Background: an optimization exercise with open tools, aiming at small area, a short achievable clock period and few clock cycles per item. Do not read the settings as production practice.

## hsl_to_rgb_converter_unit
module hsl_to_rgb_converter_unit #(
  parameter int FRACTION_BITS = hslrgb_pkg::FRACTION_BITS
) (
  input  logic             clk,
  input  logic             rst_n,
  input  logic             in_valid,
  output logic             in_stall,
  input  hslrgb_pkg::hsl_t in_data,
  output logic             out_valid,
  input  logic             out_stall,
  output hslrgb_pkg::rgb_t out_data
);
Settings: LEC_CHECK=0, CAP_MARGIN=20, CORE_MARGIN=2, CORE_UTILIZATION=40, GPL_TIMING_DRIVEN=1, PLACE_DENSITY=0.6, SETUP_SLACK_MARGIN=2.0, SLEW_MARGIN=20; clock period 7.0 ns.
standard.sh (not shown) runs the stock make flow with config.mk's settings and CLKGATE_MAP_FILE= SYNTH_SCRIPT=/design/flow/synth_recipe.tcl, a recipe that flattens the netlist after the stock synthesis.
==> flow/flow/run.sh <==
#!/bin/bash
# The standard layout (the standard.sh: ORFS synthesis to finish) with two
# changes that keep the design and its registers as the standard synthesis
# makes them:
#  - after synthesis, flow/invopt.py removes inverters around full adders
#    (a full adder of inverted inputs gives inverted outputs), a purely
#    combinational rewrite of the netlist;
#  - the port buffers use the smallest plain buffer instead of the delay
#    buffer buffer_ports picks by default. Every port is still buffered.
set -euo pipefail
RES=orfs/results/${FLOW_PLATFORM:-sky130hd}/hsl_to_rgb_converter_unit/base
bash standard.sh synth > standard_synth.log 2>&1
cp $RES/1_2_yosys.v yosys_netlist_orig.v
if python3 flow/invopt.py yosys_netlist_orig.v yosys_netlist_opt.v > invopt.log 2>&1; then
  cp yosys_netlist_opt.v $RES/1_2_yosys.v
  rm -f $RES/1_synth.odb $RES/1_synth.sdc
fi
bash standard.sh "BUFFER_PORTS_ARGS=-buffer_cell sky130_fd_sc_hd__buf_1" finish > standard_flow.log 2>&1
Other scripts of this flow, unchanged in this note and not shown: flow/flow/invopt.py
Rerun with:
Settings changed: CORE_UTILIZATION 40 to 55, GPL_TIMING_DRIVEN 1 to default, PLACE_DENSITY 0.6 to 0.75.
- clock skew stays flat
- sequential cell count is unchanged
- clock-buffer cell count fell by 2
- setup slack gains 0.059 ns
- synthesized cell count is unchanged
Rerun with:
Settings changed: CORE_UTILIZATION 55 to 40, PLACE_DENSITY 0.75 to 0.6.
Effect: Cell area is higher by 0.51%. Final cell count climbs by 6.5%. Non-clock buffer count went down by 3. Worst hold slack stays flat. Count of clock-buffer cells in the layout went up by 2. Clock skew is about the same. First-iteration DRC count falls by about 30%. Fmax goes down by about 1.2%. Die area grows by 37%. Global-route usage decreases by 6.5 points. Critical path depth falls by 2.
No run of this note included a check of the RTL's function; only the layout flow was run.


JK:
hsl_to_rgb_converter_unit again, from the RTL that the note above started with.
clock: 7.0 ns
lec_check: 0
cap_margin: 20
core_margin: 2
core_utilization: 40
place_density: 0.6
setup_slack_margin: 2.0
slew_margin: 20
synth_hierarchical: 1
run.sh (not shown) runs the stock make flow with config.mk's settings and CLKGATE_MAP_FILE= SYNTH_SCRIPT=/design/flow/synth_recipe.tcl, a recipe that flattens the netlist after the stock synthesis.
Stock flow here: none of the scripts above is used.
Edits applied to the flow inputs when going from JK to MS:
- a change of SETUP_SLACK_MARGIN from 2.0 to 1.5
- a deleted SYNTH_HIERARCHICAL that had been 1
- an added CTS_BUF_LIST of sky130_fd_sc_hd__clkbuf_4 sky130_fd_sc_hd__clkbuf_8
## What came out
MS has fewer flip-flops than JK.
Between MS and JK, the difference in synthesized area per cell is negligible.
The area after synthesis in MS was lower than what JK gave.
MS leaves less setup margin than JK.
Non-clock buffer share of cell area in MS is 2.9 points below JK.
Measured against each other, MS and JK differ in time the final worst path needs with I/O delays and setup, the lower figure coming from JK.
Re final worst-path cycle share: MS and JK aren't equal, and the higher value belongs to MS.
Here is what was changed in the inputs of AL compared with MS.
- a change of SETUP_SLACK_MARGIN from 1.5 to 2.0
- a deleted CTS_BUF_LIST that had been sky130_fd_sc_hd__clkbuf_4 sky130_fd_sc_hd__clkbuf_8
Results
AL: done, clean on timing, DRC and antenna. For MS, the critical-path cell with the highest stage delay was sky130_fd_sc_hd__edfxtp_1, unlike AL, where it was sky130_fd_sc_hd__fa_1. MS → AL: average via count per standard cell +about 0.44%; arrival time at the worst endpoint saw a decrease; portion of the layout cell area used by non-clock buffers went up; count of nets after finishing climbed 107. The core of AL is more densely filled than that of MS. Against MS, AL comes in 1.5 points lower on fraction of area in registers. [compare] base=MS new=AL: fraction of layout instances using a drive strength above 1 rose by 6.1 points; count of non-CTS buffers in the layout rose by 92%.
Input-level comparison between TR and AL:
==> flow/flow/run.sh (new file) <==
#!/bin/bash
# The standard layout (the standard.sh: ORFS synthesis to finish), except
# that the port buffers use the smallest plain buffer instead of the delay
# buffer buffer_ports picks by default. Every port is still buffered.
set -euo pipefail
bash standard.sh "BUFFER_PORTS_ARGS=-buffer_cell sky130_fd_sc_hd__buf_1" finish > standard_flow.log 2>&1
==> flow/standard.sh (new file) <==
#!/bin/bash
# synth_recipe.tcl (not shown) runs the flow's synth.tcl, then flattens the netlist and writes it again
# the make line also repeats each setting of config.mk as NAME=value (left out here)
make -C /OpenROAD-flow-scripts/flow DESIGN_CONFIG=/design/flow/config.mk WORK_HOME=/design/flow/orfs CLKGATE_MAP_FILE= SYNTH_SCRIPT=/design/flow/synth_recipe.tcl "${@:-finish}"
removed: flow/run.sh
## What came out
Relative to AL, the global-route wire length before repair of TR is higher by 590 µm.
Between TR and AL, the clock buffer instance count of the final layout is higher for AL.
Relative to AL, post-route met1 wirelength has decreased by about 0.5% in TR.
### TR -> PW
- changing SETUP_SLACK_MARGIN from 2.0 to 2.5
==> flow/run.sh (new file) <==
#!/bin/bash
# synth_recipe.tcl (not shown) runs the flow's synth.tcl, then flattens the netlist and writes it again
# the make line also repeats each setting of config.mk as NAME=value (left out here)
make -C /OpenROAD-flow-scripts/flow DESIGN_CONFIG=/design/flow/config.mk WORK_HOME=/design/flow/orfs CLKGATE_MAP_FILE= SYNTH_SCRIPT=/design/flow/synth_recipe.tcl finish
removed: flow/flow/run.sh
removed: flow/standard.sh
PW: done, clean on timing, DRC and antenna
s0_s_r[0] as the launch point of the worst path was reported by PW, and s0_s_r[4] by TR.
Delta (PW minus TR): total of fill cells in the finished design saw a decrease.
Function was not checked in any run of this note: the RTL went through the layout flow alone.

[static timing again, ports no longer ideal]
No port has a modelled driver above. Below, the same layouts with a new extraction and two added sets of constraints.
Step 1 assumes that a clkbuf_16 drives the clock port and a buf_2 every other input.
Step 2 times the ports against the registers' clock, not the clock port: input delays grow and output delays shrink by t, the midpoint of the rising clock arrivals with the driver on.
a / b / c = ideal / step 1 / step 2; a / b = the first two.
run	t (ns)	slack for setup (ns)	worst setup path at the end	latest minus earliest clock arrival (ns)
the first run of note 1	0.530	2.072 / 2.072 / 2.072	register to register	0.015 / 0.015
the second run of note 1	0.502	2.130 / 2.130 / 2.130	register to register	0.015 / 0.015
the third run of note 1	0.530	2.072 / 2.072 / 2.072	register to register	0.015 / 0.015
JK	0.534	2.105 / 2.105 / 1.865	input to register	0.018 / 0.017
MS	0.617	1.715 / 1.715 / 1.715	register to register	0.029 / 0.030
AL	0.517	2.024 / 2.024 / 1.943	input to register	0.020 / 0.020
TR	0.540	2.106 / 2.106 / 2.106	register to register	0.015 / 0.015
PW	0.507	2.149 / 2.149 / 2.149	register to register	0.016 / 0.016
After both steps every run listed still meets setup and hold. The setup slack of JK, which loses most, moves by 0.000 ns with the drivers and by -0.240 ns with both steps.
